What follows belongs to an exercise in optimizing a design on an open flow for small area; a production flow would make more cautious choices. Only simulation tests tie the RTL to the original design; equivalence was not proved. Power is estimated from default activity; no workload was simulated.

Design risc_op_issue, start of the top module:
module risc_op_issue (
    input  logic        clk,
    input  logic        rst,
    input  logic        instr_valid,
    input  logic [31:0] instr,
    output logic        instr_ready,
    output logic [31:0] alu_x1,
    output logic [31:0] alu_x2,
    output logic [19:0] alu_instr,
    output logic        alu_cin,
    output logic        alu_opcode_4,
    input  logic [31:0] alu_y,
    input  logic        alu_cout,
    output logic        wb_valid,
    output logic [4:0]  wb_rd,
    output logic [31:0] wb_data,
    output logic        illegal,
    input  logic [4:0]  dbg_addr,
    output logic [31:0] dbg_data,
    output logic [31:0] retired
);
    localparam logic [6:0] OPC_OP     = 7'b0110011;
    localparam logic [6:0] OPC_OP_IMM = 7'b0010011;
    logic        exec_q, wb_q, illegal_q;
    logic        idle, take, wb_go;
    logic [19:0] hi_q;         
    logic        op5_q;        
    logic [4:0]  rd_q;         
    logic [31:0] op1_q;        
    logic [31:0] result_q;
    logic [4:0]  wb_rd_q;
    logic        pend_q;       
    logic [4:0]  off_q, off_d;
    logic [31:1] rf_v_q;
    logic [31:0] ring_q [31];
    logic [4:0]  addr_a;
    logic [31:0] port_a, port_d;
    logic        unused_cout;
    assign unused_cout = alu_cout;
    assign idle  = ~(exec_q | wb_q);
    assign take  = idle & instr_valid;
    assign wb_go = exec_q & ~illegal_q;
    always_ff @(posedge clk or posedge rst) begin
        if (rst) begin
            exec_q    <= 1'b0;
            wb_q      <= 1'b0;
            illegal_q <= 1'b0;
        end else begin
            exec_q    <= take;
            wb_q      <= wb_go;
            illegal_q <= take & (instr[6:0] != OPC_OP) & (instr[6:0] != OPC_OP_IMM);
        end
    end
    always_ff @(posedge clk) begin
        hi_q  <= instr[31:12];
        op5_q <= instr[5];
        rd_q  <= instr[11:7];
        op1_q <= port_a;
    end
    always_ff @(posedge clk or posedge rst) begin
        if (rst) begin
            result_q <= '0;
            wb_rd_q  <= '0;
        end else if (wb_go) begin
            result_q <= alu_y;
            wb_rd_q  <= rd_q;
        end
    end
  ...
Size: roughly 1200 flip-flops, roughly 260 I/O pins, roughly 0.040 mm^2 of cells after synthesis.
==> flow/config.mk <==
export PLATFORM = sky130hd
export DESIGN_NAME = risc_op_issue
export DESIGN_NICKNAME = risc_op_issue
export VERILOG_FILES = /design/flow/design.v
export SDC_FILE = /design/flow/constraint.sdc
export NUM_CORES = 4
export LEC_CHECK = 0
export CAP_MARGIN = 10
export CORE_MARGIN = 2
export CORE_UTILIZATION = 66
export PLACE_DENSITY = 0.76
export SLEW_MARGIN = 10
==> flow/constraint.sdc <==
create_clock -name core_clock -period 9.0 [get_ports {clk}]
set_input_delay 1.8000 -clock core_clock [delete_from_list [all_inputs] [get_ports {clk}]]
set_output_delay 1.8000 -clock core_clock [all_outputs]
set_load 0.01 [all_outputs]
standard.sh (not shown) runs the stock make flow with config.mk's settings and CLKGATE_MAP_FILE= SYNTH_SCRIPT=/design/flow/synth_recipe.tcl, a recipe that flattens the netlist after the stock synthesis.
==> flow/flow/run.sh <==
#!/bin/bash
# Own layout flow: the standard ORFS flow (standard.sh) with these changes:
#  - synthesis maps the logic with an area-oriented ABC script (flow/area.script) instead of
#    ORFS's speed script; the rest of synth_recipe.tcl runs unchanged;
#  - port buffers are buf_1 cells;
#  - CTS builds the tree from clkbuf_4 cells under a clkbuf_16 root, with small sink
#    clusters (at most 10 sinks, 50 um), and inserts no dummy loads.
# Each tool's output stays in ORFS's own logs under orfs/logs; make's output goes to make.log.
set -euo pipefail
W=$(pwd)
{
  echo "set ::own_abc_script $W/flow/area.script"
  cat "$W/flow/abc_override.tcl"
  cat "$W/synth_recipe.tcl"
} > "$W/own_synth.tcl"

bash "$W/standard.sh" \
  "SYNTH_SCRIPT=$W/own_synth.tcl" \
  "BUFFER_PORTS_ARGS=-buffer_cell sky130_fd_sc_hd__buf_1" \
  "CTS_ARGS=-sink_clustering_enable -repair_clock_nets -dont_use_dummy_load -buf_list {sky130_fd_sc_hd__clkbuf_4} -root_buf sky130_fd_sc_hd__clkbuf_16 -sink_clustering_size 10 -sink_clustering_max_diameter 50" \
  finish > "$W/make.log" 2>&1
==> flow/flow/abc_override.tcl <==
# Replace the ABC script that ORFS's synthesis passes to abc (its speed script) with
# ./area.script, an area-oriented mapping. Everything else in synthesis is unchanged, so the
# registers (mapped by dfflibmap before abc) are the standard synthesis's.
proc abc {args} {
  set i [lsearch -exact $args -script]
  if {$i >= 0} {
    set args [lreplace $args [expr {$i + 1}] [expr {$i + 1}] $::own_abc_script]
  }
  yosys abc {*}$args
}
==> flow/flow/area.script <==
&get -n
&st
&nf -a -R 1000
&put
Then changed:
--- a/flow/flow/run.sh
+++ b/flow/flow/run.sh
@@ -5,5 +5,5 @@
 #  - port buffers are buf_1 cells;
 #  - CTS builds the tree from clkbuf_4 cells under a clkbuf_16 root, with small sink
-#    clusters (at most 10 sinks, 50 um), and inserts no dummy loads.
+#    clusters (at most 9 sinks, 45 um), and inserts no dummy loads.
 # Each tool's output stays in ORFS's own logs under orfs/logs; make's output goes to make.log.
 set -euo pipefail
@@ -18,4 +18,4 @@
   "SYNTH_SCRIPT=$W/own_synth.tcl" \
   "BUFFER_PORTS_ARGS=-buffer_cell sky130_fd_sc_hd__buf_1" \
-  "CTS_ARGS=-sink_clustering_enable -repair_clock_nets -dont_use_dummy_load -buf_list {sky130_fd_sc_hd__clkbuf_4} -root_buf sky130_fd_sc_hd__clkbuf_16 -sink_clustering_size 10 -sink_clustering_max_diameter 50" \
+  "CTS_ARGS=-sink_clustering_enable -repair_clock_nets -dont_use_dummy_load -buf_list {sky130_fd_sc_hd__clkbuf_4} -root_buf sky130_fd_sc_hd__clkbuf_16 -sink_clustering_size 9 -sink_clustering_max_diameter 45" \
   finish > "$W/make.log" 2>&1
- CORE_UTILIZATION: 66 -> 62
- PLACE_DENSITY: 0.76 -> 0.72
Area after synthesis stays the same.
Non-clock buffer count fell by 21.
Die area rose by about 6%.
Clock power rose by about 3%.
Worst setup slack barely changes.
Via count fell by about 1.5%.
Total power rose by 0.32%.
Wire length is about the same.
Worst hold slack improves by 0.014 ns.
Sequential power rose by about 1%.
Then changed:
--- a/flow/flow/run.sh
+++ b/flow/flow/run.sh
@@ -5,5 +5,5 @@
 #  - port buffers are buf_1 cells;
 #  - CTS builds the tree from clkbuf_4 cells under a clkbuf_16 root, with small sink
-#    clusters (at most 9 sinks, 45 um), and inserts no dummy loads.
+#    clusters (at most 8 sinks, 40 um), and inserts no dummy loads.
 # Each tool's output stays in ORFS's own logs under orfs/logs; make's output goes to make.log.
 set -euo pipefail
@@ -18,4 +18,4 @@
   "SYNTH_SCRIPT=$W/own_synth.tcl" \
   "BUFFER_PORTS_ARGS=-buffer_cell sky130_fd_sc_hd__buf_1" \
-  "CTS_ARGS=-sink_clustering_enable -repair_clock_nets -dont_use_dummy_load -buf_list {sky130_fd_sc_hd__clkbuf_4} -root_buf sky130_fd_sc_hd__clkbuf_16 -sink_clustering_size 9 -sink_clustering_max_diameter 45" \
+  "CTS_ARGS=-sink_clustering_enable -repair_clock_nets -dont_use_dummy_load -buf_list {sky130_fd_sc_hd__clkbuf_4} -root_buf sky130_fd_sc_hd__clkbuf_16 -sink_clustering_size 8 -sink_clustering_max_diameter 40" \
   finish > "$W/make.log" 2>&1
- CORE_UTILIZATION: 62 -> 55
- PLACE_DENSITY: 0.72 -> 0.65
Outcome:
- The changed run finished clean
- utilization shrinks by 7.5 points
- worst setup slack improves by 0.065 ns
- wire length grows by 5.1%
- synthesized area stays the same
- sequential power shrinks by about 0.8%
- final cell count grows by 3.3%
- die area grows by 13%
- count of clock-buffer cells in the layout grows by 21
- register-to-register slack degrades by 0.03 ns
Then changed:
- CORE_UTILIZATION: 55 -> 62
- PLACE_DENSITY: 0.65 -> 0.72
Result: Total power falls by about 0.5%; setup slack gains 0.0088 ns; design area falls by about 0.6%.

==> what the ideal ports hide <==
How much do the figures lean on ideal ports? The routed layouts below were timed once more, with nothing changed but the port constraints. Step 1 sets driving cells, clkbuf_16 on the clock port and buf_2 on the other inputs (assumed; they add their load-dependent delay and slew). Step 2 adds t to the input delays and takes it off the output delays; t is the mean of the earliest and latest rising clock arrival at the registers after step 1. Input paths then give back, and output paths get back, about the clock's delay inside the block. Three values: no drivers, after step 1, after step 2; two values: the first two.
| run | t (ns) | slack for setup (ns) | hold slack, ns | slew at the worst register clock pin (ns) |
|---|---|---|---|---|
| the first run | 0.787 | 0.208 / 0.185 / 0.185 | 0.305 / 0.305 / 0.305 | 0.12 / 0.12 |
| the second run | 0.757 | 0.207 / 0.185 / 0.185 | 0.319 / 0.319 / 0.319 | 0.11 / 0.11 |
| the third run | 0.788 | 0.273 / 0.251 / 0.251 | 0.298 / 0.298 / 0.298 | 0.10 / 0.10 |
| the fourth run | 0.768 | 0.281 / 0.260 / 0.260 | 0.287 / 0.287 / 0.287 | 0.10 / 0.10 |
After both steps setup and hold are still met in every run listed. The setup slack of the first run, which loses most, moves by -0.023 ns with the drivers and by -0.023 ns with both steps.
